From an optimization exercise on the open Yosys and OpenROAD flow, aimed at small area, a short achievable clock period and few clock cycles per item; shortcuts taken in it are not production practice. The RTL was checked by simulation tests, not by an equivalence proof against the original design. Power figures rest on the tool's default switching activity, not on a simulated workload.

[flow/run.sh]
#!/bin/bash
# synth_recipe.tcl (not shown) runs the flow's synth.tcl, then flattens the netlist and writes it again
# the make line also repeats each setting of config.mk as NAME=value (left out here)
make -C /OpenROAD-flow-scripts/flow DESIGN_CONFIG=/design/flow/config.mk WORK_HOME=/design/flow/orfs CLKGATE_MAP_FILE= SYNTH_SCRIPT=/design/flow/synth_recipe.tcl finish
[flow/config.mk]
export PLATFORM = sky130hd
export DESIGN_NAME = core_top
export DESIGN_NICKNAME = core_top
export VERILOG_FILES = /design/flow/design.v
export SDC_FILE = /design/flow/constraint.sdc
export NUM_CORES = 4
export LEC_CHECK = 0
export CAP_MARGIN = 20
export CORE_MARGIN = 2
export CORE_UTILIZATION = 40
export SLEW_MARGIN = 20
[flow/constraint.sdc]
create_clock -name core_clock -period 4.5 [get_ports {clk}]
set_input_delay 0.9000 -clock core_clock [delete_from_list [all_inputs] [get_ports {clk}]]
set_output_delay 0.9000 -clock core_clock [all_outputs]
set_load 0.01 [all_outputs]
[flow/design.v]
`timescale 1ns/1ps
`default_nettype none
package core_pkg;
	typedef logic [31:0] word_t;
	typedef logic [4:0] reg_addr_t;
	localparam logic [6:0] OPC_OP     = 7'b0110011;
	localparam logic [6:0] OPC_OP_IMM = 7'b0010011;
	typedef enum logic [3:0] {
		ALU_ADD  = 4'b0000,
		ALU_SLL  = 4'b0001,
		ALU_SLT  = 4'b0010,
		ALU_SLTU = 4'b0011,
		ALU_XOR  = 4'b0100,
		ALU_SRL  = 4'b0101,
		ALU_OR   = 4'b0110,
		ALU_AND  = 4'b0111,
		ALU_SUB  = 4'b1000,
		ALU_SRA  = 4'b1101
	} alu_op_e;
	typedef struct packed {
		logic [6:0] funct7;
		reg_addr_t  rs2;
		reg_addr_t  rs1;
		logic [2:0] funct3;
		reg_addr_t  rd;
		logic [6:0] opcode;
	} r_type_t;
	typedef struct packed {
		logic [11:0] imm12;
		reg_addr_t   rs1;
		logic [2:0]  funct3;
		reg_addr_t   rd;
		logic [6:0]  opcode;
	} i_type_t;
	typedef union packed {
		r_type_t r;
		i_type_t i;
	} instr_u;
	typedef struct packed {
		logic      valid;
		alu_op_e   alu_op;
		reg_addr_t rd;
		word_t     op_a;
		word_t     op_b;
	} dec_t;
	typedef struct packed {
		logic      valid;
		reg_addr_t rd;
		word_t     data;
	} fwd_t;
	typedef struct packed {
		reg_addr_t rd;
		word_t     data;
	} wb_t;
endpackage
`default_nettype wire
`timescale 1ns/1ps
`default_nettype none
module reg_file (
	input  logic      clk,
	input  logic      arst_n,
	input  core_pkg::reg_addr_t rs1,
	input  core_pkg::reg_addr_t rs2,
	output core_pkg::word_t     rdata1,
	output core_pkg::word_t     rdata2,
	input  core_pkg::fwd_t      wr
);
	logic [31:0] regs [1:31];
	always_ff @(posedge clk or negedge arst_n) begin
		if (!arst_n) begin
			for (int i = 1; i < 32; i++) begin
				regs[i] <= '0;
			end
		end else if (wr.valid && (wr.rd != '0)) begin
			regs[wr.rd] <= wr.data;
		end
	end
	assign rdata1 = (rs1 == '0) ? '0 : regs[rs1];
	assign rdata2 = (rs2 == '0) ? '0 : regs[rs2];
endmodule
`default_nettype wire
`timescale 1ns/1ps
`default_nettype none
module decode_stage (
	input  logic  clk,
	input  logic  arst_n,
	input  core_pkg::word_t instr,
	input  logic  instr_valid,
	output logic  instr_ready,
	input  logic  advance,
	input  core_pkg::fwd_t  alu_fwd,
	input  core_pkg::fwd_t  ex_fwd,
	input  core_pkg::fwd_t  wr,
	output core_pkg::dec_t  dec
);
	function automatic logic [31:0] fwd_pick(
		input logic [4:0]  idx,
		input logic [31:0] rf_data,
		input logic        near_valid,
		input logic [4:0]  near_rd,
		input logic [31:0] near_data,
		input logic        far_valid,
		input logic [4:0]  far_rd,
		input logic [31:0] far_data
	);
		logic [31:0] val;
		val = rf_data;
		if (idx == 5'd0) begin
			val = '0;
		end else if (near_valid && (near_rd == idx)) begin
			val = near_data;
		end else if (far_valid && (far_rd == idx)) begin
			val = far_data;
		end
		fwd_pick = val;
	endfunction
	core_pkg::r_type_t   iw_r;
	core_pkg::i_type_t   iw_i;
	logic      is_op;
	logic      is_imm;
	logic      is_shift_imm;
	core_pkg::alu_op_e   alu_op;
	core_pkg::word_t     rdata1;
	core_pkg::word_t     rdata2;
	core_pkg::word_t     imm_sext;
	core_pkg::word_t     op_a;
	core_pkg::word_t     op_b;
	assign iw_r = instr;
	assign iw_i = instr;
	assign is_op        = (iw_r.opcode == core_pkg::OPC_OP);
	assign is_imm       = (iw_i.opcode == core_pkg::OPC_OP_IMM);
	assign is_shift_imm = is_imm && (iw_i.funct3[1:0] == 2'b01);
	assign imm_sext = {{20{iw_i.imm12[11]}}, iw_i.imm12};
	always_comb begin
		case (iw_r.funct3)
			3'b000: alu_op = (is_op && iw_r.funct7[5]) ? core_pkg::ALU_SUB : core_pkg::ALU_ADD;
			3'b001: alu_op = core_pkg::ALU_SLL;
			3'b010: alu_op = core_pkg::ALU_SLT;
			3'b011: alu_op = core_pkg::ALU_SLTU;
			3'b100: alu_op = core_pkg::ALU_XOR;
			3'b101: alu_op = iw_r.funct7[5] ? core_pkg::ALU_SRA : core_pkg::ALU_SRL;
			3'b110: alu_op = core_pkg::ALU_OR;
			default: alu_op = core_pkg::ALU_AND;
		endcase
	end
	reg_file i_reg_file (
		.clk    (clk),
		.arst_n (arst_n),
		.rs1    (iw_r.rs1),
		.rs2    (iw_r.rs2),
		.rdata1 (rdata1),
		.rdata2 (rdata2),
		.wr     (wr)
	);
	always_comb begin
		op_a = fwd_pick(iw_r.rs1, rdata1, alu_fwd.valid, alu_fwd.rd, alu_fwd.data,
			ex_fwd.valid, ex_fwd.rd, ex_fwd.data);
		if (is_shift_imm) begin
			op_b = {27'b0, iw_r.rs2};
		end else if (is_imm) begin
			op_b = imm_sext;
		end else begin
			op_b = fwd_pick(iw_r.rs2, rdata2, alu_fwd.valid, alu_fwd.rd, alu_fwd.data,
				ex_fwd.valid, ex_fwd.rd, ex_fwd.data);
		end
	end
	assign instr_ready = advance;
	always_ff @(posedge clk or negedge arst_n) begin
		if (!arst_n) begin
			dec <= '0;
		end else if (advance) begin
			dec.valid  <= instr_valid && (is_op || is_imm);
			dec.alu_op <= alu_op;
			dec.rd     <= iw_r.rd;
			dec.op_a   <= op_a;
			dec.op_b   <= op_b;
		end
	end
endmodule
`default_nettype wire
`timescale 1ns/1ps
`default_nettype none
module execute_stage (
	input  logic clk,
	input  logic arst_n,
	input  logic advance,
	input  core_pkg::dec_t dec,
	output core_pkg::fwd_t alu_fwd,
	output core_pkg::fwd_t ex_rec
);
	core_pkg::word_t       alu_res;
	logic [4:0]  shamt;
	logic signed [31:0] op_a_s;
	logic signed [31:0] op_b_s;
	assign shamt  = dec.op_b[4:0];
	assign op_a_s = dec.op_a;
	assign op_b_s = dec.op_b;
	always_comb begin
		case (dec.alu_op)
			core_pkg::ALU_ADD:  alu_res = dec.op_a + dec.op_b;
			core_pkg::ALU_SUB:  alu_res = dec.op_a - dec.op_b;
			core_pkg::ALU_SLL:  alu_res = dec.op_a << shamt;
			core_pkg::ALU_SLT:  alu_res = {31'b0, op_a_s < op_b_s};
			core_pkg::ALU_SLTU: alu_res = {31'b0, dec.op_a < dec.op_b};
			core_pkg::ALU_XOR:  alu_res = dec.op_a ^ dec.op_b;
			core_pkg::ALU_SRL:  alu_res = dec.op_a >> shamt;
			core_pkg::ALU_SRA:  alu_res = op_a_s >>> shamt;
			core_pkg::ALU_OR:   alu_res = dec.op_a | dec.op_b;
			core_pkg::ALU_AND:  alu_res = dec.op_a & dec.op_b;
			default:  alu_res = '0;
		endcase
	end
	assign alu_fwd.valid = dec.valid;
	assign alu_fwd.rd    = dec.rd;
	assign alu_fwd.data  = alu_res;
	always_ff @(posedge clk or negedge arst_n) begin
		if (!arst_n) begin
			ex_rec <= '0;
		end else if (advance) begin
			ex_rec <= alu_fwd;
		end
	end
endmodule
`default_nettype wire
`timescale 1ns/1ps
`default_nettype none
module result_stage (
	input  logic clk,
	input  logic arst_n,
	input  core_pkg::fwd_t ex_rec,
	output logic advance,
	output core_pkg::fwd_t wr,
	output core_pkg::fwd_t ex_fwd,
	output core_pkg::wb_t  wb,
	output logic wb_valid,
	input  logic wb_ready
);
	core_pkg::fwd_t res_q;
	assign advance = !(res_q.valid && !wb_ready);
	assign wr.valid = ex_rec.valid && advance;
	assign wr.rd    = ex_rec.rd;
	assign wr.data  = ex_rec.data;
	assign ex_fwd = ex_rec;
	always_ff @(posedge clk or negedge arst_n) begin
		if (!arst_n) begin
			res_q <= '0;
		end else if (advance) begin
			res_q <= ex_rec;
		end
	end
	assign wb_valid = res_q.valid;
	assign wb.rd    = res_q.rd;
	assign wb.data  = res_q.data;
endmodule
`default_nettype wire
`timescale 1ns/1ps
`default_nettype none
module core_top (
	input  logic  clk,
	input  logic  arst_n,
	input  logic [31:0] instr,
	input  logic  instr_valid,
	output logic  instr_ready,
	output logic [36:0] wb,
	output logic  wb_valid,
	input  logic  wb_ready
);
	logic advance;
	core_pkg::dec_t dec;
	core_pkg::fwd_t alu_fwd;
	core_pkg::fwd_t ex_rec;
	core_pkg::fwd_t ex_fwd;
	core_pkg::fwd_t wr;
	decode_stage i_decode_stage (
		.clk         (clk),
		.arst_n      (arst_n),
		.instr       (instr),
		.instr_valid (instr_valid),
		.instr_ready (instr_ready),
		.advance     (advance),
		.alu_fwd     (alu_fwd),
		.ex_fwd      (ex_fwd),
		.wr          (wr),
		.dec         (dec)
	);
	execute_stage i_execute_stage (
		.clk     (clk),
		.arst_n  (arst_n),
		.advance (advance),
		.dec     (dec),
		.alu_fwd (alu_fwd),
		.ex_rec  (ex_rec)
	);
	result_stage i_result_stage (
		.clk      (clk),
		.arst_n   (arst_n),
		.ex_rec   (ex_rec),
		.advance  (advance),
		.wr       (wr),
		.ex_fwd   (ex_fwd),
		.wb       (wb),
		.wb_valid (wb_valid),
		.wb_ready (wb_ready)
	);
endmodule
`default_nettype wire
==> run notes <==
* Crit share post-route at 94.6%
* Reg2reg end: i_decode_stage.dec[59]$_DFFE_PN0N_
* Drt drc at 0
* Crit path kind: input port to flip-flop
* Hold WC Path Type: input port to async pin
* PostCTS Resize Cnt at 0
* Detailed Route Iter0 Violations at between 9000 and 10000
* Vias in the first global route at a little under 60000
* Critical Path Start: instr[23]
* Max-cap viol count at 0
* Area Growth Syn to Fin at 18.6%
* Rows at 147
* Final-report setup violation count at 0
* Remaining global-route overflow at 0
* Syn Nets at 6204
* Commonest register cell after synthesis: dfrtp_1
* First-pass GRT wire length at 494 mm
* Die height at 406 µm
* Pre-antenna DRT Iters at 9
* Clock sinks at roughly 1100
* Number of buffers created by CTS at 134
* Minimum clock period at ~4.3 ns
* RSZ-0062 raised after global routing: no
* Seq pwr share at between 40% and 50%
* Leak at 34.8 nW
* Largest net degree at the start of global routing at about 140
* CP max FO at 15
* Max frequency at ~0.23 GHz
* H-tree Lvls at 4
* Max VDD drop at about 0.45 mV
* Worst-path clk slew at 0.07 ns
* I/O pins at 75
* Synth unique cells at a little under 100
* FF-to-FF path depth at 15
* Comb power frac at 9.3%
* Hold WS at approximately 0.085 ns
* GRT Util Overall at between 40% and 50%
* Syn. warnings at 5
* Relative slew slack at about 18%
* Drt via density at 7.14
* PD cells at 317 mW/mm²
* Syn Inst Count at 6066
* Clock buffer depth at 3
* Power share of the clock group at a little under half
* Yosys reg bits at around 1100
* Pwr Total at 24.3 mW
* Post-CTS Hold Buffers at 0
* Fin. Hold Viols at 0
* Internal power consumption at 17.7 mW
* Worst skew pair latency at ~0.81 ns
* Placed Area at approximately 0.07 mm²
* Average size of a mapped cell at around 11 µm²
* Die ar. at 0.165 mm²
* Worst setup SP type: input port
* Setup bufs post-CTS at 0
* Post-route ant nets at 0
* Horiz. Die Dim at slightly above 400 µm
* P_sw at ~6.5 mW
* Fin area at roughly 0.077 mm²
* Async set-reset flop share out of synthesis at 100%
* WL final at 362 mm
* Reg-to-Reg Start: i_decode_stage.dec[1]$_DFFE_PN0N_
* Initial antenna violation count at 10
* PortBufs at between 70 and 80
* Sw Share at between 20% and 30%
* Reg2Reg Setup Slack at approximately 0.28 ns
* Nets at 6420
* Root Driver: clkbuf_16
* Vias post-DR at just over 60000
* Post-Syn Area at approximately 0.065 mm²
* Crit end category: flip-flop
* Share of cells above drive strength 1 at between 30% and 40%
* CORE AREA at 0.160 mm²
* Worst-Margin Slew at roughly 1.2 ns
* Required @ worst endpoint at between 5 and 6 ns
* CTS tree: yes
* Crit path DAT at slightly below 5 ns
* Post-synth EDFFs at 0
* Worst setup path endpoint: i_decode_stage.dec[22]$_DFFE_PN0N_
* GP Congestion at 1.05
* DP Wirelength at 240 mm
* Final core utilization at between 40 and 50%
* Status: complete, no violations
* Most common cell after layout, fill and taps aside: dfrtp_1
* Wire per inst at 42.3 µm
* Fin Clk Skew at between 0.04 and 0.05 ns
* Most frequent cells in the layout: dfrtp_1 (1130), mux2_2 (1005), a22oi_1 (805)
* Post-synthesis sequential area ratio at ~44%
* Filler cells at around 15000
* Initial Util at 40.2%
* Final Max Tran Viols at 0
-- registers in the layout (all words and copies together), names as in the netlist --
signal	flops
i_decode_stage.i_reg_file.regs	992
i_decode_stage.dec	74
i_execute_stage.ex_rec	38
i_result_stage.res_q	38
-- power by group through the flow --
stage	logic (mW)	clock network, mW	registers (mW)
global placement	2.18	0	10.7
CTS	2.19	11.5	10.6
global route	2.33	11.9	10.6
finish	2.27	11.4	10.6
detailed placement	2.18	0	10.7
floorplan	0.909	0	10.6
-- routing by layer --
metal / GRT usage, % / up-vias / part of all wire [%]
met1: 53.0 / 30900 / 37
met5: 0.684 / - / 0.072
met3: 15.2 / 1636 / 12
met4: 30.8 / 16 / 9.0
met2: 63.0 / 4862 / 42
li1: - / 23600 / -
-- worst max-delay path: stages --
cell	delay, ns
clkdlybuf4s50_1	0.81
nor3b_1	0.18
and2_2	0.59
a22oi_1	0.33
nand2_1	0.08
or3_1	0.35
o32ai_1	0.89
buf_4	0.24
o21ai_0	0.07
buf_4	0.16
a221oi_1	0.26
nand2_1	0.08
-- metrics by stage --
| step | setup WS [ns] | instances | TNS (ns) |
|---|---|---|---|
| global route | 0.0860 | 8538 | 0 |
| CTS | 0.284 | 8537 | 0 |
| floorplan | 0.575 | 6066 | 0 |
| detailed placement | -0.271 | 8305 | -3.17 |
| global placement | -0.334 | 8305 | -3.10 |
| finish | 0.241 | 8546 | 0 |
-- synth_stat cells (28+ instances only) --
library cell  number  share of area (%)
a222oi_1          58               0.90
o32ai_1           31               0.42
clkbuf_1         414                2.4
and3_1            33               0.32
a211oi_1          31               0.36
nand3_1          105               0.81
a22o_1            28               0.38
mux4_2            47                1.6
a21o_1            33               0.38
a221oi_1          45               0.61
buf_2             76               0.59
inv_1             94               0.55
ha_1             100                1.9
mux2_2          1005                 18
dfrtp_1         1142                 44
nand4_1          140                1.4
mux2i_1           42               0.65
nor3_1           103               0.80
buf_1             69               0.40
a22oi_1          805                9.4
a21oi_1          227                1.8
o211ai_1          47               0.55
or3_1             30               0.29
nor4_1            36               0.35
nand2_1          435                2.5
o21ai_0          146                1.1
nor2_1           307                1.8
-- logic make-up (layout without fill, tap and decap cells) --
family | count (synthesis) | after routing | share of synthesized area (%)
other cells | 0 | 8 | 0
flops | 1142 | 1142 | 44.3
compound gates | 1686 | 1686 | 18.9
xor+xnor | 33 | 33 | 0.448
fa+ha+maj | 102 | 102 | 2.00
simple gates | 1327 | 1327 | 9.86
buf+inv | 670 | 982 | 4.19
mux | 1106 | 1106 | 20.3
-- cell type report --
type | count | area (µm²) | area share (%)
sequential | 1142 | 28600 | 37.3
timing repair buffer | 654 | 6500 | 8.49
antenna | 8 | 20.0 | 0.0261
tap | 2160 | 2700 | 3.53
inverter | 96 | 365 | 0.477
multi-input combinational | 4254 | 33900 | 44.2
clock buffer | 181 | 3870 | 5.05
clock inverter | 51 | 649 | 0.848
-- worst min-delay path by stage --
stage | from | end
after floorplan | i_decode_stage.dec[27]$_DFFE_PN0N_ | i_decode_stage.dec[27]$_DFFE_PN0N_
after global placement | i_result_stage.res_q[0]$_DFFE_PN0N_ | i_result_stage.res_q[0]$_DFFE_PN0N_
after detailed placement | i_result_stage.res_q[27]$_DFFE_PN0N_ | i_result_stage.res_q[27]$_DFFE_PN0N_
after CTS | arst_n | i_decode_stage.i_reg_file.regs[18][22]$_DFFE_PN0P_
after global routing | arst_n | i_decode_stage.i_reg_file.regs[18][22]$_DFFE_PN0P_
final | arst_n | i_decode_stage.i_reg_file.regs[18][22]$_DFFE_PN0P_
Testbench counts, summed over its fixed seeds: cycles 12,024, items 12,000.

==> static timing again, ports no longer ideal <==
In the flow no input, the clock included, has a driving cell. The finished layout below was timed again as built, in two steps.
Step 1 sets driving cells, clkbuf_16 on the clock port and buf_2 on the other inputs (assumed; they add their load-dependent delay and slew).
Step 2 adds t to the input delays and takes it off the output delays; t is the mean of the earliest and latest rising clock arrival at the registers after step 1. Input paths then give back, and output paths get back, about the clock's delay inside the block.
a / b / c = ideal ports / drivers / drivers and shift; a / b = the first two.
shift t [ns]: 0.875
setup slack, ns: 0.241 / 0.280 / -0.575
hold slack, ns: 0.085 / 0.053 / 0.466
slew at the worst register clock pin (ns): 0.08 / 0.08
worst slew at a driven data input, ns: 0.05
With both steps, setup timing fails in this run, where it was met with ideal ports. The setup slack of this run moves by +0.039 ns with the drivers and by -0.816 ns with both steps.
